From an optimization exercise on the open Yosys and OpenROAD flow, aimed at small area, a short achievable clock period and few clock cycles per item; shortcuts taken in it are not production practice. Function was checked by simulation only, so behaviour that the tests miss may differ from the original.

==> flow/design.v (excerpt) <==
module rgba_source_over_blend (
  input  logic        clk,
  input  logic        rst,
  input  logic        s_tvalid,
  output logic        s_tready,
  input  logic [63:0] s_tdata,
  output logic        m_tvalid,
  input  logic        m_tready,
  output logic [31:0] m_tdata
);
Size: ~7000 cells after synthesis, ~690 flip-flops, about 100 I/O pins.
clock: 10.0 ns
lec_check: 0
abc_area: 1
cap_margin: 0
core_margin: 2
core_utilization: 50
cts_buf_list: sky130_fd_sc_hd__clkbuf_4 sky130_fd_sc_hd__clkbuf_8
place_density: 0.75
setup_slack_margin: 5
slew_margin: 0
run.sh (not shown) runs the stock make flow with config.mk's settings and CLKGATE_MAP_FILE= SYNTH_SCRIPT=/design/flow/synth_recipe.tcl, a recipe that flattens the netlist after the stock synthesis.
The first run passed the timing, design-rule and antenna checks.
Testbench counts at the start, summed over its fixed seeds: cycles 12,056, items 12,000.
==> next run, changes <==
- CAP_MARGIN: 0 -> 20
- CORE_UTILIZATION: 50 -> 40
- CTS_BUF_LIST: sky130_fd_sc_hd__clkbuf_4 sky130_fd_sc_hd__clkbuf_8 -> not set
- PLACE_DENSITY: 0.75 -> not set
- SLEW_MARGIN: 0 -> 20
Effect:
- The new run passed the timing, design-rule and antenna checks
- synthesized cell count does not change
- sequential share of layout area goes down by 0.66 points
- hold slack improved by 0.011 ns
- maximum frequency goes up by about 1.5%
- routed wire length goes up by about 4%
- cell count goes up by about 4%
- worst setup slack improved by 0.071 ns
- sequential cell count is unchanged
- first-iteration DRC count goes down by about 20%
==> next run, changes <==
- CAP_MARGIN: 20 -> 0
- CTS_BUF_LIST: not set -> sky130_fd_sc_hd__clkbuf_4 sky130_fd_sc_hd__clkbuf_8
- PLACE_DENSITY: not set -> 0.75
- SLEW_MARGIN: 20 -> 0
After rerunning: The changed run went through all stages and came out clean; die area does not change; setup slack gains 0.032 ns; global-route usage falls by 0.77 points; final area falls by 0.74%; clock-buffer cell count rises by 60.
==> next run, changes <==
==> flow/flow/run.sh (new file) <==
#!/bin/bash
# Standard synthesis and layout (the standard.sh); the only change is a
# larger setup slack margin for the resizer's timing repair, so that it keeps
# improving the worst paths past the 10 ns constraint. Clock period, I/O
# delays and loads stay as in constraint.sdc. One log per ORFS step.
set -euo pipefail
MARGIN=5.4
for t in synth floorplan place cts route finish; do
  bash standard.sh SETUP_SLACK_MARGIN=$MARGIN $t > flow_$t.log 2>&1
done
==> flow/standard.sh (new file) <==
#!/bin/bash
# synth_recipe.tcl (not shown) runs the flow's synth.tcl, then flattens the netlist and writes it again
# the make line also repeats each setting of config.mk as NAME=value (left out here)
make -C /OpenROAD-flow-scripts/flow DESIGN_CONFIG=/design/flow/config.mk WORK_HOME=/design/flow/orfs CLKGATE_MAP_FILE= SYNTH_SCRIPT=/design/flow/synth_recipe.tcl "${@:-finish}"
- SETUP_SLACK_MARGIN: 5 -> not set
removed: flow/run.sh
The changed run produced a clean layout. Global-route usage rose by 0.21 points. Cell count came out higher by 2.4%. Flip-flop and latch count is unchanged. Setup slack gains 0.24 ns.
==> next run, changes <==
==> flow/run.sh (new file) <==
#!/bin/bash
# synth_recipe.tcl (not shown) runs the flow's synth.tcl, then flattens the netlist and writes it again
# the make line also repeats each setting of config.mk as NAME=value (left out here)
make -C /OpenROAD-flow-scripts/flow DESIGN_CONFIG=/design/flow/config.mk WORK_HOME=/design/flow/orfs CLKGATE_MAP_FILE= SYNTH_SCRIPT=/design/flow/synth_recipe.tcl finish
- PLACE_DENSITY: 0.75 -> not set
- SETUP_SLACK_MARGIN: not set -> 5
removed: flow/flow/run.sh
removed: flow/standard.sh
Effect: Synthesized area does not change. Synthesized cell count is unchanged. Global-route usage climbs by 0.55 points. Worst setup slack gets worse by 0.29 ns. Design area drops by about 4%. Routed wire length drops by about 1.1%. Count of clock-buffer cells in the layout drops by 2.

* * *

Another version of the RTL of rgba_source_over_blend (not shown whole).
For scale: about 7200 cells after synthesis.
clock: 10.0 ns
lec_check: 0
abc_area: 1
cap_margin: 0
core_margin: 2
core_utilization: 40
cts_buf_list: sky130_fd_sc_hd__clkbuf_4 sky130_fd_sc_hd__clkbuf_8
setup_slack_margin: 5
slew_margin: 0
Stock flow here: none of the scripts above is used.
Testbench counts at the start, summed over its fixed seeds: cycles 12,056, items 12,000.
Then changed:
- CAP_MARGIN: 0 -> 20
- CTS_BUF_LIST: sky130_fd_sc_hd__clkbuf_4 sky130_fd_sc_hd__clkbuf_8 -> default
- SLEW_MARGIN: 0 -> 20
Outcome:
- utilization grows by 0.19 points
- routed wire length barely changes
- via count shrinks by 0.52%
- global-route usage barely changes
Then changed:
- CAP_MARGIN: 20 -> 0
- CTS_BUF_LIST: default -> sky130_fd_sc_hd__clkbuf_4 sky130_fd_sc_hd__clkbuf_8
- PLACE_DENSITY: default -> 0.75
- SLEW_MARGIN: 20 -> 0
Effect: Hold slack gets worse by 0.0083 ns; fmax climbs by 3.5%; die area stays the same.

-- port drivers added, routing unchanged --
The results above use ideal ports. As a check the final layouts listed here were re-extracted and re-timed, cells and wires unchanged.
Step 1: set_driving_cell puts a clkbuf_16 on clk and a buf_2 on each other input, an assumption about the parent block.
Step 2 also shifts input and output timing later by t, the mid clock arrival at the registers, as if the neighbouring blocks saw the same clock.
Three values: ideal, step 1, step 2; two values: the first two.
run	t (ns)	slack for setup (ns)	worst setup path after step 2
the first run of note 1	0.874	5.158 / 5.158 / 5.158	register to register
the second run of note 1	0.766	5.229 / 5.229 / 5.012	input to register
the third run of note 1	0.907	5.261 / 5.261 / 5.224	input to register
the fourth run of note 1	0.911	5.498 / 5.498 / 5.233	input to register
the fifth run of note 1	0.917	5.204 / 5.204 / 5.023	input to register
the first run of note 2	0.907	5.045 / 5.024 / 4.915	input to register
the second run of note 2	0.764	5.054 / 5.033 / 4.928	input to register
the third run of note 2	0.875	5.223 / 5.223 / 5.223	register to register
After both steps setup and hold are still met in every run listed. For the fourth run of note 1, which loses most, drivers alone change the setup slack by 0.000 ns; drivers and shift together by -0.265 ns.
